What follows belongs to an exercise in optimizing a design on an open flow for small area, a short achievable clock period and few clock cycles; a production flow would make more cautious choices.
In this exercise RTL edits were held to simulation tests only and were not proved equivalent to the original.
The flow treats the clock pin as an ideal source, which a real chip does not have.
No activity file was given, so power comes from the tool's default toggle rates.

### flow/flow/run.sh
#!/bin/bash
# Standard layout, with the port buffers made of plain buf_1 cells
# (the default pick is the slower and larger clkdlybuf4s50_1); the
# resizer still sizes them up where timing or slew needs it.
set -euo pipefail
export BUFFER_PORTS_ARGS="-buffer_cell sky130_fd_sc_hd__buf_1"
bash standard.sh > flow_make.log 2>&1
### flow/standard.sh
#!/bin/bash
# synth_recipe.tcl (not shown) runs the flow's synth.tcl, then flattens the netlist and writes it again
# the make line also repeats each setting of config.mk as NAME=value (left out here)
make -C /OpenROAD-flow-scripts/flow DESIGN_CONFIG=/design/flow/config.mk WORK_HOME=/design/flow/orfs CLKGATE_MAP_FILE= SYNTH_SCRIPT=/design/flow/synth_recipe.tcl "${@:-finish}"
### flow/config.mk
export PLATFORM = sky130hd
export DESIGN_NAME = mem_unit
export DESIGN_NICKNAME = mem_unit
export VERILOG_FILES = /design/flow/design.v
export SDC_FILE = /design/flow/constraint.sdc
export NUM_CORES = 4
export LEC_CHECK = 0
export CAP_MARGIN = 20
export CORE_MARGIN = 2
export CORE_UTILIZATION = 40
export CTS_BUF_LIST = sky130_fd_sc_hd__clkbuf_4 sky130_fd_sc_hd__clkbuf_8
export CTS_CLUSTER_DIAMETER = 150
export CTS_CLUSTER_SIZE = 40
export SETUP_SLACK_MARGIN = 2.5
export SLEW_MARGIN = 20
### flow/constraint.sdc
create_clock -name core_clock -period 5.0 [get_ports {clk_in}]
set_input_delay 1.0000 -clock core_clock [delete_from_list [all_inputs] [get_ports {clk_in}]]
set_output_delay 1.0000 -clock core_clock [all_outputs]
set_load 0.01 [all_outputs]
### flow/design.v
`timescale 1ns/1ps
`default_nettype none
package mem_pkg;
  typedef logic [31:0] addr_t;
  typedef logic [31:0] word_t;
  typedef logic [7:0]  byte_t;
  typedef logic [1:0]  size_t;
  localparam logic [1:0] IO_SELECT = 2'b11;  
endpackage
`default_nettype wire
`timescale 1ns/1ps
`default_nettype none
module mem_unit (
  input  logic                   clk_in,
  input  logic                   rst_in,
  input  logic                   rdy_in,
  input  logic                   fetch_en,
  input  mem_pkg::addr_t         fetch_addr,
  output logic                   fetch_done,
  output mem_pkg::word_t         fetch_data,
  input  logic                   load_en,
  input  mem_pkg::addr_t         load_addr,
  input  mem_pkg::size_t         load_size,
  output logic                   load_done,
  output mem_pkg::word_t         load_data,
  input  logic                   store_en,
  input  mem_pkg::addr_t         store_addr,
  input  mem_pkg::size_t         store_size,
  input  mem_pkg::word_t         store_data,
  output logic                   store_done,
  input  logic                   flush_in,
  input  logic                   io_buffer_full,
  input  mem_pkg::byte_t         mem_din,
  output mem_pkg::byte_t         mem_dout,
  output mem_pkg::addr_t         mem_a,
  output logic                   mem_wr
);
  logic        f_out;       
  logic        s_val;       
  logic [15:0] sw;
  logic [2:0]  fc;
  logic        fdin;        
  logic        f_sub;       
  logic [31:0] ra;
  logic        d_busy;
  logic        d_run;       
  logic        own;         
  logic        own_w;       
  logic        d_wr;        
  logic        d_io;        
  logic [17:0] d_q;         
  logic [1:0]  d_idx;       
  logic [1:0]  d_last;      
  logic [3:0]  wb;          
  logic        ldin;        
  logic        l_fin;       
  logic        ls1, ls2, ls4;  
  logic        d_req;
  logic [1:0]  req_size, req_last;
  logic [17:0] req_addr;
  logic        req_io;
  logic        d_go;        
  logic        d_end;       
  logic        l_start;     
  logic        f_new;       
  logic        c_out;       
  logic        f_go0;       
  logic        f_done0;     
  logic [2:0]  fc0;
  logic [15:0] sw0;
  logic        n_busy, n_run, n_wr, n_io, n_fout, n_own;
  logic        f_hold;      
  logic [2:0]  fc_h;
  logic [1:0]  n_idx, n_last;
  logic [2:0]  n_fc;
  assign d_req    = load_en || store_en;
  assign req_size = load_en ? load_size : store_size;
  assign req_last = req_size[1] ? 2'd3 : {1'b0, req_size[0]};
  assign req_addr = load_en ? load_addr[17:0] : store_addr[17:0];
  assign req_io   = (req_addr[17:16] == mem_pkg::IO_SELECT);
  assign d_go     = own && !(d_wr && d_io && io_buffer_full);
  assign d_end    = d_go && d_idx == d_last;
  assign c_out    = fetch_en || (f_out && !flush_in);
  assign f_go0    = !own && !fc[2] && (c_out || s_val) && !store_en;
  assign l_start  = own && !d_run && !d_wr;
  assign f_done0  = c_out && ((fc[2] && !l_start && !store_en) || (f_go0 && fc == 3'd3));
  assign fc0      = f_done0 ? 3'd0 : fc + {2'd0, f_go0};
  assign sw0      = f_done0 ? sw + 16'd1 : sw;
  assign f_new    = fetch_en && !(s_val && fetch_addr[17:2] == sw);
  assign mem_a    = {14'd0, own ? d_q : {sw, fc[1:0]}};
  assign mem_dout = ({8{wb[0]}} & ra[7:0])   | ({8{wb[1]}} & ra[15:8]) |
                    ({8{wb[2]}} & ra[23:16]) | ({8{wb[3]}} & ra[31:24]);
  assign mem_wr   = rdy_in && own_w && !(d_io && io_buffer_full);
  assign fetch_data = {({8{f_sub}} & mem_din) | ra[31:24], ra[23:0]};
  assign load_data[7:0]   = ({8{ls1}} & mem_din) | ra[7:0];
  assign load_data[15:8]  = ({8{ls2}} & mem_din) | ra[15:8];
  assign load_data[23:16] = ra[23:16];
  assign load_data[31:24] = {8{ls4}} & mem_din;
  logic [1:0] f_lane, l_lane;
  assign f_lane = fc[1:0] - 2'd1;
  assign l_lane = d_idx - 2'd1;
  always_ff @(posedge clk_in)
  begin
    if (fdin)
      ra[8*f_lane +: 8] <= mem_din;
    if (ldin && !l_fin)
      ra[8*l_lane +: 8] <= mem_din;
    if (rdy_in && l_start)
    begin
      if (d_last == 2'd0)
        ra[7:0] <= 8'd0;
      if (!d_last[1])
        ra[23:8] <= 16'd0;
    end
    if (rdy_in && f_go0 && c_out && fc == 3'd3 && !f_new)
      ra[31:24] <= 8'd0;
    if (rdy_in && store_en)
      ra <= store_data;
  end
  always_comb
  begin
    n_busy = d_busy;
    n_run  = d_run;
    n_wr   = d_wr;
    n_io   = d_io;
    n_idx  = d_idx;
    n_last = d_last;
    n_fout = f_out;
    n_fc   = fc;
    if (!rdy_in)
    begin
      if (l_fin)
      begin
        n_busy = 1'b1;
        n_run  = 1'b1;
      end
    end
    else
    begin
      if (d_req)
      begin
        n_busy = 1'b1;
        n_run  = 1'b0;
        n_wr   = store_en;
        n_io   = req_io;
        n_idx  = 2'd0;
        n_last = req_last;
      end
      else if (own)
      begin
        n_run = 1'b1;
        if (d_end)
        begin
          n_busy = 1'b0;
          n_wr   = 1'b0;
        end
        else if (d_go)
          n_idx = d_idx + 2'd1;
      end
      n_fout = f_new || (c_out && !f_done0);
      n_fc   = (f_new || l_start || store_en) ? 3'd0 :
               (fetch_en && f_done0) ? 3'd4 : fc0;
    end
    fc_h   = fc + {2'd0, !own && !fc[2]};
    f_hold = (fetch_en || f_out) && fc_h != 3'd0 && !fc_h[2];
    if (!rdy_in)
      n_own = own || l_fin;
    else
      n_own = n_busy && (n_run || n_wr || !f_hold);
  end
  always_ff @(posedge clk_in)
  begin
    if (rst_in)
    begin
      f_out      <= 1'b0;
      s_val      <= 1'b0;
      fc         <= 3'd0;
      fdin       <= 1'b0;
      f_sub      <= 1'b0;
      ldin       <= 1'b0;
      l_fin      <= 1'b0;
      ls1        <= 1'b0;
      ls2        <= 1'b0;
      ls4        <= 1'b0;
      d_busy     <= 1'b0;
      d_run      <= 1'b0;
      own        <= 1'b0;
      own_w      <= 1'b0;
      d_wr       <= 1'b0;
      fetch_done <= 1'b0;
      load_done  <= 1'b0;
      store_done <= 1'b0;
    end
    else
    begin
      d_busy <= n_busy;
      d_run  <= n_run;
      d_wr   <= n_wr;
      d_io   <= n_io;
      d_idx  <= n_idx;
      d_last <= n_last;
      f_out  <= n_fout;
      fc     <= n_fc;
      own    <= n_own;
      own_w  <= n_own && n_wr;
      wb     <= 4'b0001 << n_idx;
      if (!rdy_in)
      begin
        fdin  <= 1'b0;
        f_sub <= 1'b0;
        ldin  <= 1'b0;
        l_fin <= 1'b0;
        ls1   <= 1'b0;
        ls2   <= 1'b0;
        ls4   <= 1'b0;
        if (l_fin)
          load_done <= 1'b0;
      end
      else
      begin
        if (d_req)
          d_q <= req_addr;
        else if (d_go && !d_end)
          d_q <= d_q + 18'd1;
        ldin      <= d_go && !d_wr;
        l_fin     <= d_end && !d_wr;
        ls1       <= d_end && !d_wr && d_last == 2'd0;
        ls2       <= d_end && !d_wr && d_last == 2'd1;
        ls4       <= d_end && !d_wr && d_last[1];
        load_done <= d_end && !d_wr;
        store_done <= (n_own && n_wr && !n_io && n_idx == n_last) ||
                      (d_end && d_wr && d_io);
        fdin       <= f_go0 && !f_new;
        f_sub      <= f_go0 && c_out && fc == 3'd3 && !f_new;
        fetch_done <= f_done0 && !f_new;
        sw         <= fetch_en ? fetch_addr[17:2] : sw0;
        if (fetch_en)
          s_val <= 1'b1;
      end
    end
  end
endmodule
`default_nettype wire
==> flow_summary.json, run 1 <==
{
  "status": "finished clean",
  "crit_chain": "a22oi_1 -> nand2_1 -> buf_1",
  "synth.top_cell.area_share_pct": 20.9,
  "gr-total-overflow": 0,
  "postRouteAntennaNets": 0,
  "top_level_ports": 256,
  "ys_async_sr_fraction_pct": 0,
  "port_buffers": 197,
  "initial_core_util_pct": 40.7,
  "finClkSkew_ns": 0.0105,
  "synthCells": 707,
  "nets": 1014,
  "setup_viol": 0,
  "rsz0062_at_grt": "yes",
  "clkTransAtPathRegs_ns": 0.10,
  "slew_headroom_pct": 42.2,
  "fin_area_mm2": 0.00717,
  "cp_num_buf_inv": 1,
  "area_growth_pct": 16.2,
  "die_h_um": 128,
  "syn_area_per_cell_um2": 8.73,
  "grt_pass1_vias": 5087,
  "crit_type": "reg2out",
  "cts_tree": "built",
  "power.density_mw_per_mm2": 280,
  "antenna_found_initial": 0,
  "critPathMaxFanout": 8,
  "worstPathArrival_ns": 1.51,
  "drive_gt1_share_pct": 10.2,
  "core-area_mm2": 0.0151,
  "cts.sinks": 95,
  "ys_ff_latch": 95,
  "fin_crit_ns": 2.51,
  "synth_ff_type": "dfxtp_1",
  "die_w_um": 128,
  "max_freq_mhz": 398,
  "synth.distinct_cells": 54,
  "cp_top_family": "flip-flops",
  "slowest_delay_ns": 0.55,
  "slowest_stage": "edfxtp_1",
  "required_ns": 4.00,
  "synth_area_leaders": "edfxtp_1, dfxtp_1, o21ai_0",
  "cts_hold_buf": 0,
  "fillerInstances": 1548,
  "place_area_mm2": 0.00673,
  "crit_path_end_kind": "output port",
  "synth_edf_count": 43,
  "cts_buffer_depth": 2,
  "syn_area_mm2": 0.00617,
  "start_kind": "flop",
  "synth.largest_area_cell": "edfxtp_1",
  "yosys_warnings": 1,
  "min_period_over_period_pct": 50.2,
  "grt_pass1_wl_um": 27500,
  "clock-root-buffer": "clkbuf_8",
  "hold_viol_final": 0,
  "h-tree-depth": 3,
  "tightest_slew_ns": 0.867,
  "detail_route.wl_per_cell_um": 17.3,
  "clk_latency_ns": 0.38,
  "wl_um": 18100,
  "ir_worst_vdd_uv": 117,
  "grt_usage_pct": 21.6,
  "gp_congestion": 0.878,
  "hold_path_class": "reg2reg",
  "numCtsBuffers": 9,
  "post-route-drc-count": 0,
  "dieArea_mm2": 0.0164,
  "seq_area_frac_synth_pct": 37.8,
  "n_antenna_cell": 0,
  "routed-via-count": 5632,
  "leakagePower_nw": 2.83,
  "drv_slew": 0,
  "whs_ns": 0.472,
  "total_power_w": 0.00201,
  "setup_tns_ns": 0,
  "via_per_inst": 5.39,
  "place_hpwl_um": 13400,
  "num_rows": 45,
  "cap_violations": 0,
  "drt_iter0_drc": 391,
  "grt_max_degree": 43,
  "dr.pass1.iters": 6
}
[layer usage]
metal	share of wire, %	track usage (%)
met1	46	29.6
met2	46	34.0
met3	6.1	3.63
met4	2.1	8.27
met5	0	0
[cell usage in the layout (no fill, tap or decap), types with 4 or more instances in the layout]
cell,netlist,final
xor2_1,29,29
a22o_1,19,19
ha_1,15,15
nand2_1,93,93
and2_1,10,10
nor2b_1,5,5
o32ai_1,4,4
dfxtp_1,52,49
nand3_1,21,21
inv_1,16,15
conb_1,1,14
mux2i_1,6,6
buf_1,5,182
nor4_1,6,6
and3_1,12,11
buf_4,46,13
a21o_1,26,26
nor2_1,32,30
a22oi_1,45,40
xnor2_1,20,20
clkbuf_8,0,12
edfxtp_1,43,43
nor3_1,11,10
o21ai_0,71,71
mux2_2,19,19
a21oi_1,21,20
a22oi_2,0,5
clkbuf_2,0,4
nand4_1,6,6
[cell type report]
class | count | area, um2 | share of cell area [%]
clock buffers | 11 | 151 | 2.11
clock inverters | 5 | 56.3 | 0.785
inverters | 16 | 63.8 | 0.890
multi-input cells | 520 | 3370 | 47.0
flip-flops and latches | 95 | 2340 | 32.6
well taps | 188 | 235 | 3.28
repair buffers | 209 | 952 | 13.3
[synth_stat cells (all sizes together) (20+ instances only)]
| master | n |
|---|---|
| nor2 | 32 |
| dfxtp | 52 |
| buf | 57 |
| nand2 | 93 |
| o21ai | 73 |
| a22oi | 45 |
| clkbuf | 32 |
| nand3 | 21 |
| xor2 | 29 |
| edfxtp | 43 |
| a21o | 26 |
| xnor2 | 20 |
| a21oi | 21 |
[what timing repair did]
item,4_1_cts,5_1_grt
gates cloned,1,0
gates resized for setup,28,15
buffers inserted,5,2
endpoints found under the setup margin,103,78
pin swaps,0,4
[worst paths after layout]
kind	cells past startpoint	slack, ns	to	startpoint
max	3	2.49	mem_dout[4]	wb[0]
min	2	0.47	fetch_done	fetch_done
max reg2reg	6	2.71	ra[19]	d_idx[0]
min reg2reg	2	0.47	fetch_done	fetch_done
[registers in the layout, indices dropped and copies added (netlist names), 2 cells and up]
signal  count
d_idx       2
d_last      2
d_q        18
fc          3
ra         32
sw         16
wb          4
[kinds of logic (layout without fill, tap and decap cells)]
logic type / Yosys count / in the layout / share of synthesized area, %
AND/OR/NAND/NOR: 211 / 211 / 16.0
AO/OA/AOI/OAI: 206 / 206 / 22.4
buffers and inverters: 105 / 241 / 9.31
flip-flops: 95 / 95 / 37.8
XOR/XNOR: 49 / 49 / 6.95
multiplexers: 25 / 25 / 4.44
adder cells (fa/ha/maj): 15 / 15 / 3.04
other: 1 / 14 / 0.0608
[tightest hold or removal path, cell delays in order (launching register included)]
cell and delay [ns]:
dfxtp_1 0.32, nand2_1 0.06, a21oi_1 0.05
[through the flow]
stage                     setup slack, ns  utilization, %  std cells
after floorplan                      2.49               -        720
after global placement               1.71            44.5       1020
after detailed placement             1.69            44.5       1020
after CTS                            2.48            46.9       1042
after global routing                 2.46            47.3       1044
final                                2.49            47.3       1044
[power by group]
part           total, W  switching [W]  internal, W
clock network  0.000552       0.000294     0.000258
logic          0.000477       0.000269     0.000209
registers      0.000976      0.0000911     0.000885
total           0.00201       0.000654      0.00135
Testbench counts, summed over its fixed seeds: cycles 68,456.
==> run 2: changes to the inputs <==
--- a/flow/design.v
+++ b/flow/design.v
@@ -51,6 +51,7 @@
   logic [17:0] d_q;         
   logic [1:0]  d_idx;       
   logic [1:0]  d_last;      
+  logic [31:0] sd;          
   logic [3:0]  wb;          
   logic        ldin;        
   logic        l_fin;       
@@ -81,15 +82,15 @@
   assign d_go     = own && !(d_wr && d_io && io_buffer_full);
   assign d_end    = d_go && d_idx == d_last;
   assign c_out    = fetch_en || (f_out && !flush_in);
-  assign f_go0    = !own && !fc[2] && (c_out || s_val) && !store_en;
+  assign f_go0    = !own && !fc[2] && (c_out || s_val);
   assign l_start  = own && !d_run && !d_wr;
-  assign f_done0  = c_out && ((fc[2] && !l_start && !store_en) || (f_go0 && fc == 3'd3));
+  assign f_done0  = c_out && ((fc[2] && !l_start) || (f_go0 && fc == 3'd3));
   assign fc0      = f_done0 ? 3'd0 : fc + {2'd0, f_go0};
   assign sw0      = f_done0 ? sw + 16'd1 : sw;
   assign f_new    = fetch_en && !(s_val && fetch_addr[17:2] == sw);
   assign mem_a    = {14'd0, own ? d_q : {sw, fc[1:0]}};
-  assign mem_dout = ({8{wb[0]}} & ra[7:0])   | ({8{wb[1]}} & ra[15:8]) |
-                    ({8{wb[2]}} & ra[23:16]) | ({8{wb[3]}} & ra[31:24]);
+  assign mem_dout = ({8{wb[0]}} & sd[7:0])   | ({8{wb[1]}} & sd[15:8]) |
+                    ({8{wb[2]}} & sd[23:16]) | ({8{wb[3]}} & sd[31:24]);
   assign mem_wr   = rdy_in && own_w && !(d_io && io_buffer_full);
   assign fetch_data = {({8{f_sub}} & mem_din) | ra[31:24], ra[23:0]};
   assign load_data[7:0]   = ({8{ls1}} & mem_din) | ra[7:0];
@@ -115,7 +116,7 @@
     if (rdy_in && f_go0 && c_out && fc == 3'd3 && !f_new)
       ra[31:24] <= 8'd0;
     if (rdy_in && store_en)
-      ra <= store_data;
+      sd <= store_data;
   end
   always_comb
   begin
@@ -158,7 +159,7 @@
           n_idx = d_idx + 2'd1;
       end
       n_fout = f_new || (c_out && !f_done0);
-      n_fc   = (f_new || l_start || store_en) ? 3'd0 :
+      n_fc   = (f_new || l_start) ? 3'd0 :
                (fetch_en && f_done0) ? 3'd4 : fc0;
     end
     fc_h   = fc + {2'd0, !own && !fc[2]};
@@ -166,7 +167,7 @@
     if (!rdy_in)
       n_own = own || l_fin;
     else
-      n_own = n_busy && (n_run || n_wr || !f_hold);
+      n_own = n_busy && (n_run || !f_hold);
   end
   always_ff @(posedge clk_in)
   begin
==> flow/flow/run.sh (replaced) <==
#!/bin/bash
# Standard layout, except:
# - the port buffers are plain buf_1 cells (the default pick is the slower
#   and larger clkdlybuf4s50_1); the resizer still sizes them up where
#   timing or slew needs it;
# - the clock tree is built by flow/clock_tree.tcl just before the CTS step
#   (one root buffer, one leaf buffer per cluster of flip-flops), and the
#   CTS step is then left with nothing to do. Its usual tree for this small
#   design is 17 leaf buffers of about 8 flip-flops each.
set -euo pipefail
export BUFFER_PORTS_ARGS="-buffer_cell sky130_fd_sc_hd__buf_1"
export PRE_CTS_TCL="$PWD/flow/clock_tree.tcl"
export CTS_ARGS="-clk_nets clk_in"
bash standard.sh > flow_make.log 2>&1
==> flow/flow/clock_tree.tcl (new file) <==
# A small balanced clock tree made by hand: the clock port drives one root
# buffer, which drives one leaf buffer per cluster of flip-flops (clusters
# by k-means on the flip-flops' places); every flip-flop is two buffers from
# the port.
proc my_manual_clock_tree {nleaf rootcell leafcell} {
  set db [ord::get_db]
  set block [ord::get_db_block]
  set clknet [$block findNet clk_in]
  set pts {}
  foreach it [$clknet getITerms] {
    set box [[$it getInst] getBBox]
    lappend pts [list [expr {([$box xMin] + [$box xMax]) / 2}] [expr {([$box yMin] + [$box yMax]) / 2}] $it]
  }
  # start the centres on a spread of the flip-flops sorted by x then y
  set sorted [lsort -integer -index 0 $pts]
  set n [llength $sorted]
  set cs {}
  for {set g 0} {$g < $nleaf} {incr g} {
    set p [lindex $sorted [expr {($g * $n + $n / 2) / $nleaf}]]
    lappend cs [list [lindex $p 0] [lindex $p 1]]
  }
  for {set iter 0} {$iter < 30} {incr iter} {
    set sum {}
    for {set g 0} {$g < $nleaf} {incr g} { lappend sum [list 0 0 0] }
    set asg {}
    foreach p $pts {
      lassign $p x y
      set best 0; set bd -1
      for {set g 0} {$g < $nleaf} {incr g} {
        lassign [lindex $cs $g] cx cy
        set d [expr {abs($x - $cx) + abs($y - $cy)}]
        if {$bd < 0 || $d < $bd} { set bd $d; set best $g }
      }
      lappend asg $best
      lassign [lindex $sum $best] sx sy sn
      lset sum $best [list [expr {$sx + $x}] [expr {$sy + $y}] [expr {$sn + 1}]]
    }
    set ncs {}
    for {set g 0} {$g < $nleaf} {incr g} {
      lassign [lindex $sum $g] sx sy sn
      if {$sn > 0} { lappend ncs [list [expr {$sx / $sn}] [expr {$sy / $sn}]] } else { lappend ncs [lindex $cs $g] }
    }
    set cs $ncs
  }
  set mroot [$db findMaster $rootcell]
  set mleaf [$db findMaster $leafcell]
  set root [odb::dbInst_create $block $mroot clktree_root]
  set rnet [odb::dbNet_create $block clktree_root_net]
  $rnet setSigType CLOCK
  [$root findITerm A] connect $clknet
  [$root findITerm X] connect $rnet
  set leaves {}
  set lnets {}
  for {set g 0} {$g < $nleaf} {incr g} {
    set leaf [odb::dbInst_create $block $mleaf clktree_leaf_$g]
    set lnet [odb::dbNet_create $block clktree_leaf_net_$g]
    $lnet setSigType CLOCK
    [$leaf findITerm A] connect $rnet
    [$leaf findITerm X] connect $lnet
    lassign [lindex $cs $g] cx cy
    $leaf setLocation $cx $cy
    $leaf setPlacementStatus PLACED
    lappend lnets $lnet
  }
  foreach p $pts g $asg {
    set it [lindex $p 2]
    $it disconnect
    $it connect [lindex $lnets $g]
  }
  set sx 0; set sy 0
  foreach c $cs { incr sx [lindex $c 0]; incr sy [lindex $c 1] }
  $root setLocation [expr {$sx / $nleaf}] [expr {$sy / $nleaf}]
  $root setPlacementStatus PLACED
}

my_manual_clock_tree 5 sky130_fd_sc_hd__clkbuf_8 sky130_fd_sc_hd__clkbuf_16
set_propagated_clock [all_clocks]
==> flow/config.mk (replaced) <==
export PLATFORM = sky130hd
export DESIGN_NAME = mem_unit
export DESIGN_NICKNAME = mem_unit
export VERILOG_FILES = /design/flow/design.v
export SDC_FILE = /design/flow/constraint.sdc
export NUM_CORES = 4
export LEC_CHECK = 0
export CAP_MARGIN = 20
export CORE_MARGIN = 2
export CORE_UTILIZATION = 40
export SETUP_SLACK_MARGIN = 2.6
export SLEW_MARGIN = 20
==> run 2 against run 1 <==
Effect of this change:
- still clean
- global-route usage down 3.9 points
- die area is 12% higher
- register-to-register slack improved by 0.08 ns
- sequential power increased by 31%
- total power is 15% higher
- worst setup slack better by 0.079 ns
- critical endpoint is now mem_wr
- largest cell class is now registers
==> flow_summary.json, run 2 <==
{
  "status": "finished clean",
  "drv_slew": 0,
  "initial_core_util_pct": 40.4,
  "final_cell_mix": "buf_1, edfxtp_1, nand2_1, nor2_1, dfxtp_1",
  "grt_max_degree": 38,
  "syn_area_per_cell_um2": 9.78,
  "fin_crit_ns": 2.43,
  "gr-total-overflow": 0,
  "synth.distinct_cells": 53,
  "worstPathArrival_ns": 1.43,
  "required_ns": 4.00,
  "hold_viol_final": 0,
  "max_freq_mhz": 411,
  "place_area_mm2": 0.00756,
  "syn_area_mm2": 0.00691,
  "nets": 1037,
  "wl_met2_um": 8210,
  "slew_headroom_pct": 48.5,
  "setup_tns_ns": 0,
  "hold_end": "fetch_done",
  "whs_ns": 0.471,
  "clkTransAtPathRegs_ns": 0.12,
  "via_per_inst": 5.04,
  "critPathMaxFanout": 2,
  "r2r-start": "d_idx[0]",
  "synth_area_leaders": "edfxtp_1, dfxtp_1, a22oi_1",
  "reg2reg_to": "store_done",
  "top_layer": "met4",
  "place_hpwl_um": 12400,
  "rrSetupSlack_ns": 2.79,
  "min-delay-start": "fetch_done",
  "clk_latency_ns": 0.41,
  "ys_ff_latch": 127,
  "total_power_w": 0.00231,
  "cap_violations": 0,
  "detail_route.wl_per_cell_um": 15.9,
  "core-area_mm2": 0.0171,
  "multi_input_area_mm2": 0.00323,
  "layout_commonest_cell": "buf_1",
  "fin_area_mm2": 0.00831,
  "start_kind": "input pin",
  "drt-met1-wl_um": 7990,
  "ys_async_sr_fraction_pct": 0,
  "gp_congestion": 0.820,
  "synth_edf_count": 75,
  "n_antenna_cell": 0,
  "post-route-drc-count": 0,
  "grt_pass1_vias": 5144,
  "ir_worst_vdd_uv": 161,
  "finClkSkew_ns": 0.0359,
  "cts_hold_buf": 0,
  "power.density_mw_per_mm2": 277,
  "top_level_ports": 256,
  "crit_path_end_kind": "output port",
  "antenna_found_initial": 0,
  "holdPathStages": 2,
  "dp_cells": 1062,
  "worst_r2r_path_depth": 9,
  "seq_area_frac_synth_pct": 47.7,
  "setup_viol": 0,
  "netlist_top_cells_count": "nand2_1, edfxtp_1, nor2_1, dfxtp_1, a22oi_1",
  "hold_path_class": "reg2reg",
  "leakagePower_nw": 3.28,
  "dieArea_mm2": 0.0183,
  "seqCellArea_mm2": 0.00330,
  "die_w_um": 135,
  "num_rows": 48,
  "synth.largest_area_cell": "edfxtp_1",
  "grt_usage_pct": 17.7,
  "drive_gt1_share_pct": 15.3,
  "routed-via-count": 5534,
  "yosys_warnings": 1,
  "fillerInstances": 1710,
  "die_h_um": 135,
  "crit_type": "in2out",
  "rsz0062_at_grt": "yes",
  "grt_pass1_wl_um": 26400,
  "synth.top_cell.area_share_pct": 32.6,
  "wl_um": 17500,
  "dr.pass1.iters": 4,
  "synth_ff_type": "edfxtp_1",
  "postRouteAntennaNets": 0,
  "largest_registers": "ra (32), sd (32), d_q (18)",
  "synth_most_common_cell": "nand2_1",
  "drt_iter0_drc": 264,
  "final_cell_count_no_fill": 1097,
  "tightest_slew_ns": 0.772,
  "synthCells": 706,
  "port_buffers": 197,
  "area_growth_pct": 20.3,
  "met3_length_um": 1040,
  "min_period_over_period_pct": 48.6
}
## run 2: critical path: stages
cell     delay, ns
buf_8         0.07
buf_6         0.09
nand2_4       0.04
a21oi_2       0.10
buf_2         0.14
## run 2: how the worst max path moves through the flow
stage / start / endpoint / slack (ns)
floorplan: rdy_in / mem_wr / 2.56
global placement: load_en / store_done / 1.98
detailed placement: load_en / store_done / 1.98
CTS: rdy_in / mem_wr / 2.56
global route: rdy_in / mem_wr / 2.54
finish: rdy_in / mem_wr / 2.57
## run 2: cells by family after synthesis
logic type / count (synthesis) / share of synthesized area [%]
flip-flops: 127 / 47.7
AO/OA/AOI/OAI: 166 / 16.1
other: 1 / 0.0543
multiplexers: 27 / 4.33
adder cells (fa/ha/maj): 15 / 2.72
XOR/XNOR: 48 / 6.30
buffers and inverters: 101 / 8.03
AND/OR/NAND/NOR: 221 / 14.8
## run 2: per-layer routing
metal  track usage (%)  up-vias
li1                  -     2789
met1              23.8     2578
met2              31.3      152
met3              2.51       15
met4              1.79        0
met5                 0        -
## run 2: power breakdown
group	switching, W	internal (W)	total (W)
clock	0.000310	0.000199	0.000509
sequential	0.0000699	0.00121	0.00128
combinational	0.000276	0.000244	0.000520
## run 2: area by class of cell
| cell class | instances | area share (%) |
|---|---|---|
| Multi-Input combinational cell | 492 | 38.9 |
| Inverter | 17 | 0.768 |
| Sequential cell | 127 | 39.8 |
| Tap cell | 225 | 3.39 |
| Buffer | 6 | 1.67 |
| Timing Repair Buffer | 230 | 15.5 |
## run 2: metrics by stage
step | worst slack, ns | util [%]
2_1_floorplan | 2.56 | -
3_3_place_gp | 1.98 | 44.1
3_5_place_dp | 1.98 | 44.1
4_1_cts | 2.56 | 46.3
5_1_grt | 2.54 | 48.5
6_report | 2.57 | 48.5
## run 2: timing repair
action,in CTS,in global routing
gates resized for setup,56,69
gates cloned,1,2
pin swaps,0,2
endpoints found under the setup margin,85,68
setup buffers,9,17
Testbench counts of run 2, summed over its fixed seeds: cycles 65,049.
==> run 3: changes to the inputs <==
--- a/flow/config.mk
+++ b/flow/config.mk
@@ -8,5 +8,5 @@
 export CAP_MARGIN = 20
 export CORE_MARGIN = 2
 export CORE_UTILIZATION = 40
-export SETUP_SLACK_MARGIN = 2.6
+export SETUP_SLACK_MARGIN = 2.5
 export SLEW_MARGIN = 20
==> run 3 against run 2 <==
Effect of this change:
- worst hold slack worse by 0.0062 ns
- first-iteration DRC count fell by 3.0%
- sequential power about the same
- worst setup slack worse by 0.032 ns
- utilization fell by 2.6 points
- die area unchanged
- critical path depth down 2
- register-to-register slack worse by 0.10 ns
- final cell count fell by 1.9%
- final area decreased by 5.4%
- synthesized area is the same
- sequential share of layout area increased by 2.2 points
- critical path type unchanged
- critical endpoint is now load_data[29]
- highest routed layer unchanged
==> flow_summary.json, run 3 <==
{
  "status": "finished clean",
  "ys_async_sr_fraction_pct": 0,
  "place_hpwl_um": 12500,
  "dieArea_mm2": 0.0183,
  "grt_pass1_wl_um": 26700,
  "p_switching_w": 0.000646,
  "power.density_mw_per_mm2": 287,
  "clk_latency_ns": 0.40,
  "antenna_found_initial": 0,
  "synth_most_common_cell": "nand2_1",
  "fillerInstances": 1700,
  "grt_max_degree": 36,
  "synth_area_leaders": "edfxtp_1, dfxtp_1, a22oi_1",
  "crit_path_end_kind": "output port",
  "seq_area_frac_synth_pct": 47.7,
  "synth_top_family_by_area": "compound AO/OA/AOI/OAI gates",
  "initial_core_util_pct": 40.4,
  "crit_type": "in2out",
  "hold_path_class": "reg2reg",
  "layout_commonest_cell": "buf_1",
  "syn_area_per_cell_um2": 9.78,
  "rsz0062_at_grt": "no",
  "max_freq_mhz": 406,
  "slew_headroom_pct": 47.5,
  "finClkSkew_ns": 0.0198,
  "drive_gt1_share_pct": 8.93,
  "synthMuxAreaShare_pct": 4.33,
  "cts_hold_buf": 0,
  "tightest_slew_ns": 0.788,
  "post-route-drc-count": 0,
  "layout_setup_ws_ns": 2.54,
  "synth_ff_type": "edfxtp_1",
  "yosys.area_share.simple_pct": 14.8,
  "min_period_over_period_pct": 49.3,
  "detail_route.wl_per_cell_um": 15.8,
  "total_power_w": 0.00225,
  "routed-via-count": 5477,
  "gp_congestion": 0.836,
  "yosys_warnings": 1,
  "fin_area_mm2": 0.00786,
  "ir_worst_vdd_uv": 180,
  "rrSetupSlack_ns": 2.69,
  "final_cell_mix": "buf_1, nand2_1, edfxtp_1, nor2_1, a22oi_1",
  "drt_iter0_drc": 256,
  "p_int_w": 0.00161,
  "leakagePower_nw": 2.96,
  "clkTransAtPathRegs_ns": 0.09,
  "synth_edf_count": 75,
  "syn_area_mm2": 0.00691,
  "n_antenna_cell": 0,
  "required_ns": 4.00,
  "seqPwrFrac_pct": 56.8,
  "gr-total-overflow": 0,
  "via_per_inst": 5.09,
  "port_buffers": 197,
  "cap_violations": 0,
  "setup_viol": 0,
  "drv_slew": 0,
  "synth_xor_area_share_pct": 6.30,
  "postRouteAntennaNets": 0,
  "swShare_pct": 28.7,
  "grt_pass1_vias": 5192,
  "synth_compound_area_share_pct": 16.1,
  "ys_ff_latch": 127,
  "combPwrFrac_pct": 20.5,
  "largest_registers": "ra (32), sd (32), d_q (18)",
  "hold_viol_final": 0,
  "wl_um": 17000,
  "synthCells": 706,
  "top_level_ports": 256,
  "place_area_mm2": 0.00755,
  "utilization_pct": 45.9,
  "setup_tns_ns": 0,
  "synth.largest_area_cell": "edfxtp_1",
  "netlist_top_cells_count": "nand2_1, edfxtp_1, nor2_1, dfxtp_1, a22oi_1",
  "worstPathArrival_ns": 1.46,
  "die_h_um": 135,
  "post-place-ws_ns": 1.79,
  "synth_fa_ha_area_share_pct": 2.72,
  "synth.top_cell.area_share_pct": 32.6,
  "synth.distinct_cells": 53,
  "fin_crit_ns": 2.46,
  "area_growth_pct": 13.8,
  "nets": 1016,
  "critPathMaxFanout": 8,
  "start_kind": "input pin",
  "pwr-share-clk_pct": 22.7,
  "num_rows": 48,
  "die_w_um": 135,
  "grt_usage_pct": 17.9,
  "core-area_mm2": 0.0171,
  "dr.pass1.iters": 5
}
==> run 3: cell counts after synthesis <==
Identical to the previous run, type by type.
==> run 3: path summary, 6_finish.rpt <==
path              startpoint       endpoint  cells past startpoint
setup / recovery  mem_din[5]  load_data[29]                      3
hold / removal    fetch_done     fetch_done                      2
setup reg to reg       sw[6]          fc[2]                      6
hold reg to reg   fetch_done     fetch_done                      2
==> run 3: area by class of cell <==
class	count	area (um2)	share of cell area, %
multi-input combinational	491	3150	40.1
buffer	6	139	1.77
sequential	127	3300	42.0
timing repair buffer	210	923	11.7
tap	225	282	3.58
inverter	17	63.8	0.812
==> run 3: power groups by stage <==
stage	clock, W	combinational, W	sequential, W
finish	0.000511	0.000461	0.00128
CTS	0.000536	0.000459	0.00128
floorplan	0	0.000368	0.00128
global placement	0	0.000435	0.00131
detailed placement	0	0.000439	0.00131
global route	0.000559	0.000519	0.00130
==> run 3: critical path, stage by stage <==
cell,delay [ns]
clkbuf_4,0.18
and2_1,0.14
buf_1,0.14
==> run 3: repair_timing <==
item                       4_1_cts  5_1_grt
resized for setup               22       13
cloned                           1        0
setup buffers                    4        3
setup endpoints to repair       78       41
pin swaps                        0        1
==> run 3: layer usage <==
layer | global-route usage (%) | vias up | part of all wire [%]
met5 | 0 | - | 0
met4 | 2.20 | 0 | 1.4
li1 | - | 2737 | -
met2 | 31.6 | 173 | 48
met3 | 2.10 | 12 | 6.1
met1 | 24.3 | 2555 | 44
==> run 3: cells by family after synthesis <==
kind of cell / count (synthesis)
simple gates: 221
compound gates: 166
flops: 127
buf+inv: 101
xor+xnor: 48
mux: 27
fa+ha+maj: 15
other cells: 1
==> run 3: through the flow <==
step	cells	hold slack, ns
2_1_floorplan	719	0.459
3_3_place_gp	1062	0.447
3_5_place_dp	1062	0.450
4_1_cts	1073	0.473
5_1_grt	1076	0.529
6_report	1076	0.465
==> run 4: changes to the inputs <==
--- a/flow/design.v
+++ b/flow/design.v
@@ -51,7 +51,6 @@
   logic [17:0] d_q;         
   logic [1:0]  d_idx;       
   logic [1:0]  d_last;      
-  logic [31:0] sd;          
   logic [3:0]  wb;          
   logic        ldin;        
   logic        l_fin;       
@@ -82,15 +81,15 @@
   assign d_go     = own && !(d_wr && d_io && io_buffer_full);
   assign d_end    = d_go && d_idx == d_last;
   assign c_out    = fetch_en || (f_out && !flush_in);
-  assign f_go0    = !own && !fc[2] && (c_out || s_val);
+  assign f_go0    = !own && !fc[2] && (c_out || s_val) && !store_en;
   assign l_start  = own && !d_run && !d_wr;
-  assign f_done0  = c_out && ((fc[2] && !l_start) || (f_go0 && fc == 3'd3));
+  assign f_done0  = c_out && ((fc[2] && !l_start && !store_en) || (f_go0 && fc == 3'd3));
   assign fc0      = f_done0 ? 3'd0 : fc + {2'd0, f_go0};
   assign sw0      = f_done0 ? sw + 16'd1 : sw;
   assign f_new    = fetch_en && !(s_val && fetch_addr[17:2] == sw);
   assign mem_a    = {14'd0, own ? d_q : {sw, fc[1:0]}};
-  assign mem_dout = ({8{wb[0]}} & sd[7:0])   | ({8{wb[1]}} & sd[15:8]) |
-                    ({8{wb[2]}} & sd[23:16]) | ({8{wb[3]}} & sd[31:24]);
+  assign mem_dout = ({8{wb[0]}} & ra[7:0])   | ({8{wb[1]}} & ra[15:8]) |
+                    ({8{wb[2]}} & ra[23:16]) | ({8{wb[3]}} & ra[31:24]);
   assign mem_wr   = rdy_in && own_w && !(d_io && io_buffer_full);
   assign fetch_data = {({8{f_sub}} & mem_din) | ra[31:24], ra[23:0]};
   assign load_data[7:0]   = ({8{ls1}} & mem_din) | ra[7:0];
@@ -116,7 +115,7 @@
     if (rdy_in && f_go0 && c_out && fc == 3'd3 && !f_new)
       ra[31:24] <= 8'd0;
     if (rdy_in && store_en)
-      sd <= store_data;
+      ra <= store_data;
   end
   always_comb
   begin
@@ -159,7 +158,7 @@
           n_idx = d_idx + 2'd1;
       end
       n_fout = f_new || (c_out && !f_done0);
-      n_fc   = (f_new || l_start) ? 3'd0 :
+      n_fc   = (f_new || l_start || store_en) ? 3'd0 :
                (fetch_en && f_done0) ? 3'd4 : fc0;
     end
     fc_h   = fc + {2'd0, !own && !fc[2]};
@@ -167,7 +166,7 @@
     if (!rdy_in)
       n_own = own || l_fin;
     else
-      n_own = n_busy && (n_run || !f_hold);
+      n_own = n_busy && (n_run || n_wr || !f_hold);
   end
   always_ff @(posedge clk_in)
   begin
--- a/flow/config.mk
+++ b/flow/config.mk
@@ -7,6 +7,6 @@
 export LEC_CHECK = 0
 export CAP_MARGIN = 20
 export CORE_MARGIN = 2
-export CORE_UTILIZATION = 40
+export CORE_UTILIZATION = 55
 export SETUP_SLACK_MARGIN = 2.5
 export SLEW_MARGIN = 20
==> run 4 against run 3 <==
Effect of this change:
- still clean on timing, DRC and antenna
- sequential cell count fell by 32
- critical path depth is the same
- sequential share of layout area fell by 8.5 points
- clock power is 13% lower
- register-to-register slack gained 0.08 ns
- combinational power increased by 3%
- fmax down 1.3%
- final cell count shrank 8.6%
- global-route usage up 9.3 points
- worst setup slack worse by 0.032 ns
- wire length grew 1.1%
==> flow_summary.json, run 4 <==
{
  "synth_most_common_cell": "nand2_1",
  "power.density_mw_per_mm2": 271,
  "crit_path_end_kind": "output port",
  "die_w_um": 110,
  "ys_async_sr_fraction_pct": 0,
  "initial_core_util_pct": 56.7,
  "syn_area_mm2": 0.00617,
  "grt_usage_pct": 27.2,
  "ir_worst_vdd_uv": 283,
  "largest_reg_flops": 32,
  "swShare_pct": 31.9,
  "dieArea_mm2": 0.0121,
  "fillerInstances": 957,
  "top_usage_layer": "met2",
  "n_antenna_cell": 0,
  "routed-via-count": 5669,
  "ys_ff_latch": 95,
  "via_per_inst": 5.76,
  "max_freq_mhz": 401,
  "min_period_over_period_pct": 49.9,
  "num_rows": 38,
  "core-area_mm2": 0.0109,
  "grt_use_met2_pct": 49.1,
  "synth.top_cell.area_share_pct": 20.9,
  "synth_ff_type": "dfxtp_1",
  "final_cell_mix": "buf_1, nand2_1, o21ai_0, dfxtp_1, edfxtp_1",
  "grt_pass1_vias": 5321,
  "setup_tns_ns": 0,
  "clkTransAtPathRegs_ns": 0.09,
  "status": "finished clean",
  "synth.largest_area_cell": "edfxtp_1",
  "required_ns": 4.00,
  "rsz0062_at_grt": "yes",
  "seqPwrFrac_pct": 51.3,
  "antenna_found_initial": 0,
  "yosys_warnings": 1,
  "leakagePower_nw": 2.79,
  "postRouteAntennaNets": 0,
  "multi_input_area_mm2": 0.00337,
  "clk_latency_ns": 0.38,
  "area_growth_pct": 13.0,
  "syn_area_per_cell_um2": 8.73,
  "cap_violations": 0,
  "post-route-drc-count": 0,
  "grt_pass1_wl_um": 26500,
  "use_met1_pct": 35.6,
  "whs_ns": 0.475,
  "grt_max_degree": 43,
  "combPwrFrac_pct": 25.1,
  "die_h_um": 110,
  "holdPathStages": 2,
  "seqCellArea_mm2": 0.00234,
  "drt_iter0_drc": 358,
  "wl_um": 17200,
  "place_hpwl_um": 12800,
  "gp_congestion": 0.906,
  "netlist_top_cells_count": "nand2_1, o21ai_0, dfxtp_1, buf_4, a22oi_1",
  "p_int_w": 0.00129,
  "largest_registers": "ra (32), d_q (18), sw (16)",
  "port_buffers": 197,
  "layout_commonest_cell": "buf_1",
  "synthCells": 707,
  "synth.distinct_cells": 54,
  "finClkSkew_ns": 0.0186,
  "use_met3_pct": 3.14,
  "pwr-share-clk_pct": 23.6,
  "dr.pass1.iters": 5,
  "hold_viol_final": 0,
  "slew_headroom_pct": 42.8,
  "p_switching_w": 0.000603,
  "nets": 1009,
  "gr-total-overflow": 0,
  "drv_slew": 0,
  "hold_path_class": "reg2reg",
  "fin_crit_ns": 2.50,
  "setup_viol": 0,
  "crit_type": "reg2out",
  "top_level_ports": 256,
  "tightest_slew_ns": 0.858,
  "largest_register": "ra",
  "critPathMaxFanout": 8,
  "seq_area_frac_synth_pct": 37.8,
  "synth_area_leaders": "edfxtp_1, dfxtp_1, o21ai_0",
  "worst_r2r_path_depth": 10,
  "worstPathArrival_ns": 1.50,
  "detail_route.wl_per_cell_um": 17.4,
  "start_kind": "flop",
  "drive_gt1_share_pct": 9.36,
  "synth_edf_count": 43
}
run 4: cell types whose count changed after synthesis, moves of 17 or more:
cell / delta
nor2_1: -36
edfxtp_1: -32
o21ai_0: +23
xor2_1: +18
a22o_1: +17
nand2_1: +17
run 4: area by class of cell:
cell class | count | share of cell area, %
well taps | 140 | 2.51
flip-flops and latches | 95 | 33.5
inverters | 16 | 0.861
multi-input cells | 520 | 48.3
plain buffers | 6 | 1.99
repair buffers | 207 | 12.9
run 4: worst max-delay path, cell delays in order, from the launching register on:
cell	delay (ns)
edfxtp_1	0.56
a22oi_1	0.31
nand2_1	0.10
buf_1	0.13
run 4: kinds of logic after synthesis:
| group | after synthesis | share of synthesized area, % |
|---|---|---|
| simple gates | 211 | 16.0 |
| flops | 95 | 37.8 |
| mux | 25 | 4.44 |
| fa+ha+maj | 15 | 3.04 |
| compound gates | 206 | 22.4 |
| xor+xnor | 49 | 6.95 |
| buf+inv | 105 | 9.31 |
| other cells | 1 | 0.0608 |
run 4: final timing paths:
path / to / slack, ns / startpoint
worst max register to register: store_done / 2.77 / own
worst max-delay path: mem_dout[1] / 2.50 / wb[2]
worst min-delay path: fetch_done / 0.48 / fetch_done
worst min register to register: fetch_done / 0.48 / fetch_done
run 4: what timing repair did:
action | CTS | global route
resized for setup | 19 | 20
setup buffers | 5 | 1
cloned | 0 | 0
pin swaps | 1 | 2
hold buffers | 0 | 0
setup endpoints to repair | 118 | 77
run 4: power groups by stage:
stage | combinational, W | sequential [W] | clock, W
6_report | 0.000474 | 0.000969 | 0.000447
5_1_grt | 0.000536 | 0.000977 | 0.000477
4_1_cts | 0.000470 | 0.000965 | 0.000461
3_5_place_dp | 0.000448 | 0.000989 | 0
3_3_place_gp | 0.000444 | 0.000986 | 0
2_1_floorplan | 0.000376 | 0.000949 | 0
run 4: stage by stage:
step                      setup WS (ns)  cell area [um2]  cells  total power, W  util, %
after floorplan                    2.49             6260    720         0.00133        -
after global placement             1.66             6670    972         0.00143     61.3
after detailed placement           1.65             6670    972         0.00144     61.3
after CTS                          2.50             6930    983         0.00190     63.6
after global routing               2.47             6970    984         0.00199     64.1
final                              2.50             6970    984         0.00189     64.1
run 4: routing by layer:
layer  wire, um  part of all wire [%]
met4        203                   1.2
met5          0                     0
met2       8590                    50
met3       1170                   6.8
met1       7210                    42
Testbench counts of run 4, summed over its fixed seeds: cycles 68,456.
==> run 5: changes to the inputs <==
--- a/flow/config.mk
+++ b/flow/config.mk
@@ -7,6 +7,6 @@
 export LEC_CHECK = 0
 export CAP_MARGIN = 20
 export CORE_MARGIN = 2
-export CORE_UTILIZATION = 55
+export CORE_UTILIZATION = 80
 export SETUP_SLACK_MARGIN = 2.5
 export SLEW_MARGIN = 20
==> run 5 against run 4 <==
Effect of this change:
- sequential share of layout area up 0.36 points
- sequential power up 0.7%
- clock skew up 0.0015 ns
- die area down 30%
- critical endpoint is now mem_wr
==> flow_summary.json, run 5 <==
{
  "status": "finished clean",
  "yosys_warnings": 1,
  "utilization_pct": 90.7,
  "syn_area_per_cell_um2": 8.73,
  "dieArea_mm2": 0.00843,
  "num_rows": 32,
  "nets": 1006,
  "grt_max_degree": 43,
  "largest_registers": "ra (32), d_q (18), sw (16)",
  "ir_worst_vdd_uv": 197,
  "syn_area_mm2": 0.00617,
  "start_kind": "input pin",
  "largest_reg_flops": 32,
  "layout_commonest_cell": "buf_1",
  "dp_cells": 934,
  "final_cell_mix": "buf_1, nand2_1, o21ai_0, dfxtp_1",
  "p_switching_w": 0.000631,
  "synth_edf_count": 43,
  "synth.top_cell.area_share_pct": 20.9,
  "tightest_slew_ns": 0.841,
  "pwr-share-clk_pct": 23.5,
  "setup_tns_ns": 0,
  "reg2reg_to": "ra[14]",
  "drive_gt1_share_pct": 8.44,
  "gp_congestion": 0.999,
  "port_buffers": 197,
  "power.density_mw_per_mm2": 277,
  "n_antenna_cell": 0,
  "setup_viol": 0,
  "worst_r2r_path_depth": 7,
  "routed-via-count": 6319,
  "min-delay-start": "fetch_done",
  "required_ns": 4.00,
  "final_cell_count_no_fill": 943,
  "grt_pass1_vias": 6011,
  "fin_crit_ns": 2.50,
  "p_int_w": 0.00128,
  "grt_usage_pct": 42.8,
  "area_growth_pct": 11.8,
  "leakagePower_nw": 2.75,
  "synth_area_leaders": "edfxtp_1, dfxtp_1, o21ai_0",
  "crit_type": "in2out",
  "wl_um": 19200,
  "postRouteAntennaNets": 0,
  "core-area_mm2": 0.00761,
  "holdPathStages": 2,
  "swShare_pct": 33.0,
  "hold_viol_final": 0,
  "grt_pass1_wl_um": 29400,
  "synthCells": 707,
  "ys_ff_latch": 95,
  "slew_headroom_pct": 43.9,
  "antenna_found_initial": 0,
  "netlist_top_cells_count": "nand2_1, o21ai_0, dfxtp_1, buf_4, a22oi_1",
  "hold_end": "fetch_done",
  "seqPwrFrac_pct": 51.0,
  "die_w_um": 91.8,
  "max_freq_mhz": 401,
  "place_hpwl_um": 13300,
  "hold_path_class": "reg2reg",
  "dr.pass1.iters": 9,
  "worstPathArrival_ns": 1.50,
  "synth_most_common_cell": "nand2_1",
  "finClkSkew_ns": 0.0201,
  "r2r-start": "fc[1]",
  "critPathMaxFanout": 2,
  "rrSetupSlack_ns": 2.66,
  "drt_iter0_drc": 710,
  "top_level_ports": 256,
  "min_period_over_period_pct": 49.9,
  "synth_ff_type": "dfxtp_1",
  "crit_path_end_kind": "output port",
  "seq_area_frac_synth_pct": 37.8,
  "clkTransAtPathRegs_ns": 0.08,
  "clk_latency_ns": 0.38,
  "cts_hold_buf": 0,
  "detail_route.wl_per_cell_um": 20.3,
  "rsz0062_at_grt": "yes",
  "cap_violations": 0,
  "via_per_inst": 6.70,
  "total_power_w": 0.00191,
  "synth.distinct_cells": 54,
  "post-route-drc-count": 0,
  "die_h_um": 91.8,
  "drv_slew": 0,
  "synth.largest_area_cell": "edfxtp_1",
  "ys_async_sr_fraction_pct": 0,
  "largest_register": "ra",
  "gr-total-overflow": 0,
  "combPwrFrac_pct": 25.5,
  "initial_core_util_pct": 81.1
}
-- run 5: final cells by class --
cell class	count	area (um2)
multi-input combinational	520	3370
sequential	95	2340
timing repair buffer	204	861
fill	364	707
buffer	6	139
tap	102	128
inverter	16	63.8
-- run 5: timing repair --
action	in CTS	in global routing
setup endpoints to repair	115	81
pin swaps	0	2
endpoints found under the hold margin	0	0
gates resized for setup	19	18
buffers inserted	1	2
-- run 5: critical path: stages --
cell      delay, ns
clkbuf_2       0.10
nand2_2        0.08
and3_4         0.19
buf_2          0.13
-- run 5: worst max path at each step --
| stage | start | end | slack (ns) | depth (start not counted) |
|---|---|---|---|---|
| detailed placement | rst_in | d_q[12] | 1.77 | 4 |
| finish | io_buffer_full | mem_wr | 2.50 | 4 |
| global route | own | mem_a[16] | 2.48 | 4 |
| CTS | rst_in | load_done | 2.43 | 6 |
| floorplan | rdy_in | mem_wr | 2.49 | 4 |
| global placement | rst_in | d_q[12] | 1.83 | 4 |
-- run 5: cell families after synthesis --
family          count (synthesis)  share of synthesized area, %
simple gates                  211                          16.0
flops                          95                          37.8
fa+ha+maj                      15                          3.04
other cells                     1                        0.0608
xor+xnor                       49                          6.95
mux                            25                          4.44
buf+inv                       105                          9.31
compound gates                206                          22.4
-- run 5: routing by layer --
layer  routed length (um)  vias up  global-route usage [%]
li1                     -     2750                       -
met1                 6420     2864                    50.1
met2                 9480      574                    77.3
met3                 2150      131                    5.59
met4                 1120        0                    20.4
met5                    0        -                       0
-- run 5: power groups by stage --
| stage | logic (W) | registers (W) | clock network [W] |
|---|---|---|---|
| 3_3_place_gp | 0.000436 | 0.000981 | 0 |
| 5_1_grt | 0.000527 | 0.000982 | 0.000465 |
| 4_1_cts | 0.000465 | 0.000971 | 0.000439 |
| 6_report | 0.000488 | 0.000976 | 0.000450 |
| 3_5_place_dp | 0.000455 | 0.000987 | 0 |
| 2_1_floorplan | 0.000376 | 0.000949 | 0 |
-- run 5: stage by stage --
stage          hold WS, ns  instance area (um2)  setup WS (ns)
6_report             0.471                 6900           2.50
3_3_place_gp         0.451                 6630           1.83
2_1_floorplan        0.459                 6260           2.49
4_1_cts              0.471                 6820           2.43
5_1_grt              0.497                 6900           2.48
3_5_place_dp         0.460                 6630           1.77
==> run 6: changes to the inputs <==
--- a/flow/config.mk
+++ b/flow/config.mk
@@ -7,6 +7,6 @@
 export LEC_CHECK = 0
 export CAP_MARGIN = 20
 export CORE_MARGIN = 2
-export CORE_UTILIZATION = 80
+export CORE_UTILIZATION = 40
 export SETUP_SLACK_MARGIN = 2.5
 export SLEW_MARGIN = 20
==> run 6 against run 5 <==
Effect of this change:
- global-route usage is 22 points lower
- synthesized area stayed put
- sequential cell count stayed put
- critical path depth is 1 lower
- combinational power is 1% lower
- largest cell class unchanged
- die area is 95% higher
- worst setup slack hardly changed
- still clean on timing, DRC and antenna
- via count is 11% lower
==> flow_summary.json, run 6 <==
{
  "dieArea_mm2": 0.0164,
  "gr-total-overflow": 0,
  "n_antenna_cell": 0,
  "port_buffers": 197,
  "die_w_um": 128,
  "final_cell_mix": "buf_1, nand2_1, o21ai_0, dfxtp_1, edfxtp_1",
  "detail_route.wl_per_cell_um": 17.5,
  "core-area_mm2": 0.0151,
  "fin_crit_ns": 2.50,
  "crit_type": "in2out",
  "die_h_um": 128,
  "hold_path_class": "reg2reg",
  "synth.distinct_cells": 54,
  "synth.largest_area_cell": "edfxtp_1",
  "cp_num_buf_inv": 2,
  "synth_most_common_cell": "nand2_1",
  "power.density_mw_per_mm2": 270,
  "tightest_slew_ns": 0.858,
  "ir_worst_vdd_uv": 145,
  "slowest_delay_ns": 0.17,
  "largest_register": "ra",
  "rsz0062_at_grt": "yes",
  "drive_gt1_share_pct": 9.22,
  "synthCells": 707,
  "synth_area_leaders": "edfxtp_1, dfxtp_1, o21ai_0",
  "synth_fa_ha_area_share_pct": 3.04,
  "synth_ff_type": "dfxtp_1",
  "hold_viol_final": 0,
  "drv_slew": 0,
  "postRouteAntennaNets": 0,
  "rrSetupSlack_ns": 2.72,
  "crit_path_end_kind": "output port",
  "crit_chain": "buf_4 -> a21o_1 -> buf_1",
  "wl_um": 18100,
  "post-route-drc-count": 0,
  "min_period_over_period_pct": 49.9,
  "drt_iter0_drc": 411,
  "critPathMaxFanout": 8,
  "area_growth_pct": 15.0,
  "ys_ff_latch": 95,
  "dr.pass1.iters": 5,
  "max_freq_mhz": 401,
  "leakagePower_nw": 2.80,
  "yosys.area_share.simple_pct": 16.0,
  "gp_congestion": 0.878,
  "synth.top_cell.area_share_pct": 20.9,
  "largest_registers": "ra (32), d_q (18), sw (16)",
  "antenna_found_initial": 0,
  "grt_pass1_vias": 5055,
  "slowest_stage": "buf_4",
  "seq_area_frac_synth_pct": 37.8,
  "slew_headroom_pct": 42.8,
  "dp_cells": 1020,
  "syn_area_per_cell_um2": 8.73,
  "yosys_warnings": 1,
  "synth_xor_area_share_pct": 6.95,
  "final_cell_count_no_fill": 1034,
  "initial_core_util_pct": 40.7,
  "cap_violations": 0,
  "synthMuxAreaShare_pct": 4.44,
  "place_hpwl_um": 13400,
  "fillerInstances": 1551,
  "synth_edf_count": 43,
  "start_kind": "input pin",
  "grt_pass1_wl_um": 27400,
  "num_rows": 45,
  "cp_top_family": "buffers and inverters",
  "clk_latency_ns": 0.39,
  "top_level_ports": 256,
  "finClkSkew_ns": 0.0271,
  "grt_usage_pct": 20.6,
  "clkTransAtPathRegs_ns": 0.06,
  "required_ns": 4.00,
  "setup_tns_ns": 0,
  "setup_viol": 0,
  "worstPathArrival_ns": 1.50,
  "ys_async_sr_fraction_pct": 0,
  "routed-via-count": 5617,
  "status": "finished clean",
  "synth_compound_area_share_pct": 22.4,
  "layout_commonest_cell": "buf_1",
  "largest_reg_flops": 32,
  "grt_max_degree": 43,
  "via_per_inst": 5.43,
  "synth_top_family_by_area": "compound AO/OA/AOI/OAI gates",
  "syn_area_mm2": 0.00617,
  "nets": 1011,
  "netlist_top_cells_count": "nand2_1, o21ai_0, dfxtp_1, buf_4, a22oi_1"
}
## run 6: cell types whose count changed in the layout (fill, tap and decap cells not counted), moves of 2 or more
cell / delta
clkbuf_4: -2
a22oi_2: +3
clkbuf_2: +3
a22oi_1: -3
buf_2: -6
clkbuf_8: +2
buf_4: +8
## run 6: kinds of logic (layout without fill, tap and decap cells)
kind of cell               count (synthesis)  after routing
muxes                                     25             25
and+or+nand+nor                          211            211
DFF                                       95             95
adders and majority gates                 15             15
AOI/OAI and AO/OA                        206            206
other                                      1             14
buffers and inverters                    105            231
xor gates and xnor gates                  49             49
## run 6: stage by stage
| stage | util [%] | power (W) | hold WS (ns) | instance area, um2 | worst slack, ns |
|---|---|---|---|---|---|
| floorplan | - | 0.00133 | 0.459 | 6260 | 2.49 |
| global placement | 44.5 | 0.00144 | 0.453 | 6730 | 1.71 |
| detailed placement | 44.5 | 0.00144 | 0.458 | 6730 | 1.69 |
| CTS | 46.4 | 0.00192 | 0.468 | 7030 | 2.48 |
| global route | 46.8 | 0.00201 | 0.517 | 7090 | 2.46 |
| finish | 46.8 | 0.00191 | 0.468 | 7090 | 2.50 |
## run 6: per-layer routing
layer / routed length (um) / global-route usage, % / vias to the layer above
met3: 1210 / 2.13 / 23
met1: 8150 / 29.1 / 2585
li1: - / - / 2760
met4: 355 / 4.20 / 0
met2: 8370 / 34.1 / 249
met5: 0 / 0 / -
## run 6: worst paths after layout
path / start / cells past startpoint / end
max: mem_din[5] / 3 / fetch_data[29]
min: fetch_done / 2 / fetch_done
max reg2reg: d_idx[0] / 6 / ra[19]
min reg2reg: fetch_done / 2 / fetch_done
## run 6: layout make-up
class	instances	area [um2]	share of cell area, %
inverter	16	63.8	0.899
timing repair buffer	209	947	13.4
tap	188	235	3.32
sequential	95	2340	33.0
buffer	6	139	1.96
multi-input combinational	520	3370	47.5
## run 6: worst reg2reg max path: cells and delay by family (launching register included)
| family | cells | cell delay [ns] |
|---|---|---|
| flops | 1 | 0.63 |
| buf+inv | 1 | 0.24 |
| simple gates | 1 | 0.18 |
| fa+ha+maj | 1 | 0.40 |
| compound gates | 3 | 0.75 |
## run 6: repair_timing
action                                  CTS  global route
gates resized for setup                  28            16
endpoints found under the setup margin  103            69
cloned                                    1             0
pin swaps                                 0             3
hold buffers                              0             0
buffers inserted                          5             2
## run 6: power breakdown
part           leakage [nW]  switching, W  internal (W)
clock network        0.0688      0.000261      0.000197
registers             0.840     0.0000892      0.000885
logic                  1.89      0.000272      0.000210
==> run 7: changes to the inputs <==
--- a/flow/config.mk
+++ b/flow/config.mk
@@ -7,6 +7,6 @@
 export LEC_CHECK = 0
 export CAP_MARGIN = 20
 export CORE_MARGIN = 2
-export CORE_UTILIZATION = 40
+export CORE_UTILIZATION = 70
 export SETUP_SLACK_MARGIN = 2.5
 export SLEW_MARGIN = 20
==> run 7 against run 6 <==
Effect of this change:
- still clean on timing, DRC and antenna
- worst setup slack better by 0.0081 ns
- total power decreased by 1.2%
- highest routed layer unchanged
- synthesized cell count is the same
- largest cell class unchanged
- global-route usage up 13 points
- wire length is 6.1% lower
==> flow_summary.json, run 7 <==
{
  "syn_area_mm2": 0.00617,
  "setup_tns_ns": 0,
  "hold_viol_final": 0,
  "finClkSkew_ns": 0.0253,
  "gr-total-overflow": 0,
  "tightest_slew_ns": 0.823,
  "post-route-drc-count": 0,
  "cp_num_buf_inv": 2,
  "num_rows": 34,
  "slew_headroom_pct": 45.1,
  "grt_pass1_vias": 5544,
  "netlist_top_cells_count": "nand2_1, o21ai_0, dfxtp_1, buf_4, a22oi_1",
  "n_antenna_cell": 0,
  "status": "finished clean",
  "min_period_over_period_pct": 49.8,
  "syn_area_per_cell_um2": 8.73,
  "synth_area_leaders": "edfxtp_1, dfxtp_1, o21ai_0",
  "synth_most_common_cell": "nand2_1",
  "grt_pass1_wl_um": 26600,
  "routed-via-count": 5880,
  "setup_viol": 0,
  "crit_path_end_kind": "output port",
  "layout_commonest_cell": "buf_1",
  "total_power_w": 0.00189,
  "grt_usage_pct": 33.2,
  "synthCells": 707,
  "ys_async_sr_fraction_pct": 0,
  "synth_ff_type": "dfxtp_1",
  "critPathMaxFanout": 8,
  "grt_max_degree": 43,
  "r2r-start": "own",
  "cp_top_family": "buffers and inverters",
  "place_hpwl_um": 12500,
  "via_per_inst": 6.20,
  "synth.largest_area_cell": "edfxtp_1",
  "port_buffers": 197,
  "yosys_warnings": 1,
  "cts_hold_buf": 0,
  "slowest_delay_ns": 0.19,
  "slowest_stage": "a21o_1",
  "gp_congestion": 0.973,
  "detail_route.wl_per_cell_um": 17.9,
  "die_w_um": 97.9,
  "clk_latency_ns": 0.38,
  "largest_registers": "ra (32), d_q (18), sw (16)",
  "dieArea_mm2": 0.00958,
  "worstPathArrival_ns": 1.49,
  "area_growth_pct": 11.8,
  "required_ns": 4.00,
  "synth_edf_count": 43,
  "rsz0062_at_grt": "no",
  "postRouteAntennaNets": 0,
  "leakagePower_nw": 2.76,
  "drv_slew": 0,
  "ir_worst_vdd_uv": 242,
  "fin_crit_ns": 2.49,
  "largest_reg_flops": 32,
  "synth.top_cell.area_share_pct": 20.9,
  "wl_um": 17000,
  "max_freq_mhz": 402,
  "crit_chain": "buf_4 -> a21o_1 -> buf_2",
  "drt_iter0_drc": 449,
  "ys_ff_latch": 95,
  "initial_core_util_pct": 71.5,
  "die_h_um": 97.9,
  "power.density_mw_per_mm2": 274,
  "core-area_mm2": 0.00864,
  "cap_violations": 0,
  "seq_area_frac_synth_pct": 37.8,
  "start_kind": "input pin",
  "synth.distinct_cells": 54,
  "top_level_ports": 256,
  "largest_register": "ra",
  "min-delay-start": "load_done",
  "crit_type": "in2out",
  "cp-startpoint": "mem_din[1]",
  "dr.pass1.iters": 5,
  "hold_path_class": "reg2reg",
  "clkTransAtPathRegs_ns": 0.09,
  "antenna_found_initial": 0,
  "drive_gt1_share_pct": 8.80,
  "nets": 1006,
  "final_cell_mix": "buf_1, nand2_1, o21ai_0, dfxtp_1"
}
[run 7: cell counts after synthesis]
No cell type changed its count.
[run 7: final cells by class]
cell class / instances / area, um2
buffer: 6 / 139
fill: 613 / 1740
inverter: 16 / 63.8
multi-input combinational: 520 / 3360
sequential: 95 / 2340
tap: 108 / 135
timing repair buffer: 204 / 865
[run 7: path summary, 6_finish.rpt]
check / end / slack [ns] / cells after the start
hold / removal: load_done / 0.48 / 2
setup / recovery: fetch_data[25] / 2.51 / 3
hold reg to reg: load_done / 0.48 / 2
setup reg to reg: store_done / 2.67 / 10
[run 7: cell families after synthesis]
group | share of synthesized area (%)
and+or+nand+nor | 16.0
muxes | 4.44
xor gates and xnor gates | 6.95
other | 0.0608
adders and majority gates | 3.04
AOI/OAI and AO/OA | 22.4
buffers and inverters | 9.31
DFF | 37.8
[run 7: repair_timing]
item,CTS,global route
setup buffers,1,2
gates resized for setup,23,15
endpoints found under the setup margin,118,76
cloned,0,0
pin swaps,0,1
[run 7: tightest hold or removal path, delay by kind of cell (launching register included)]
| kind | cells | cell delay [ns] |
|---|---|---|
| buf+inv | 1 | 0.05 |
| flops | 1 | 0.32 |
| compound gates | 1 | 0.07 |
[run 7: report_power, final]
part / internal [W] / switching (W) / leakage [nW]
sequential: 0.000885 / 0.0000853 / 0.840
clock: 0.000197 / 0.000251 / 0.0688
combinational: 0.000202 / 0.000270 / 1.86
[run 7: per-stage QoR]
step | cell area [um2] | setup slack, ns | util (%) | hold slack (ns) | instances
2_1_floorplan | 6260 | 2.49 | - | 0.459 | 720
3_3_place_gp | 6630 | 1.78 | 76.8 | 0.452 | 940
3_5_place_dp | 6630 | 1.70 | 76.8 | 0.468 | 940
4_1_cts | 6840 | 2.48 | 79.2 | 0.481 | 947
5_1_grt | 6900 | 2.50 | 79.9 | 0.505 | 949
6_report | 6900 | 2.51 | 79.9 | 0.477 | 949
[run 7: metal layers]
metal	vias to the layer above	GRT usage [%]	wire length, um
met3	36	3.79	1380
met2	326	59.6	8560
li1	2742	-	-
met4	0	9.72	375
met5	-	0	0
met1	2776	42.1	6660

## what the ideal ports hide
The results above use ideal ports. As a check the final layouts listed here were re-extracted and re-timed, cells and wires unchanged.
Step 1, drivers: a clkbuf_16 drives clk_in and a buf_2 each remaining input, both assumed.
Step 2, shift: input delay + t, output delay - t, t = (earliest + latest rising clock arrival at the registers) / 2. This alone moves slack from input paths to output paths.
Slacks: ideal / step 1 / step 2; pairs: ideal / step 1.
| run | t (ns) | setup WS [ns] | worst setup path at the end | worst register clock-pin slew, ns |
|---|---|---|---|---|
| run 1 | 0.418 | 2.490 / 2.451 / 2.233 | input to register | 0.10 / 0.10 |
| run 2 | 0.430 | 2.569 / 2.513 / 2.280 | input to register | 0.12 / 0.12 |
| run 3 | 0.437 | 2.537 / 2.514 / 2.169 | input to register | 0.11 / 0.11 |
| run 4 | 0.410 | 2.505 / 2.469 / 2.196 | input to register | 0.09 / 0.09 |
| run 5 | 0.408 | 2.504 / 2.473 / 2.210 | input to register | 0.10 / 0.10 |
| run 6 | 0.419 | 2.504 / 2.473 / 2.209 | input to register | 0.09 / 0.09 |
| run 7 | 0.406 | 2.512 / 2.490 / 2.214 | input to register | 0.09 / 0.09 |
After both steps setup and hold are still met in every run listed. The setup slack of run 3, which loses most, moves by -0.023 ns with the drivers and by -0.368 ns with both steps.
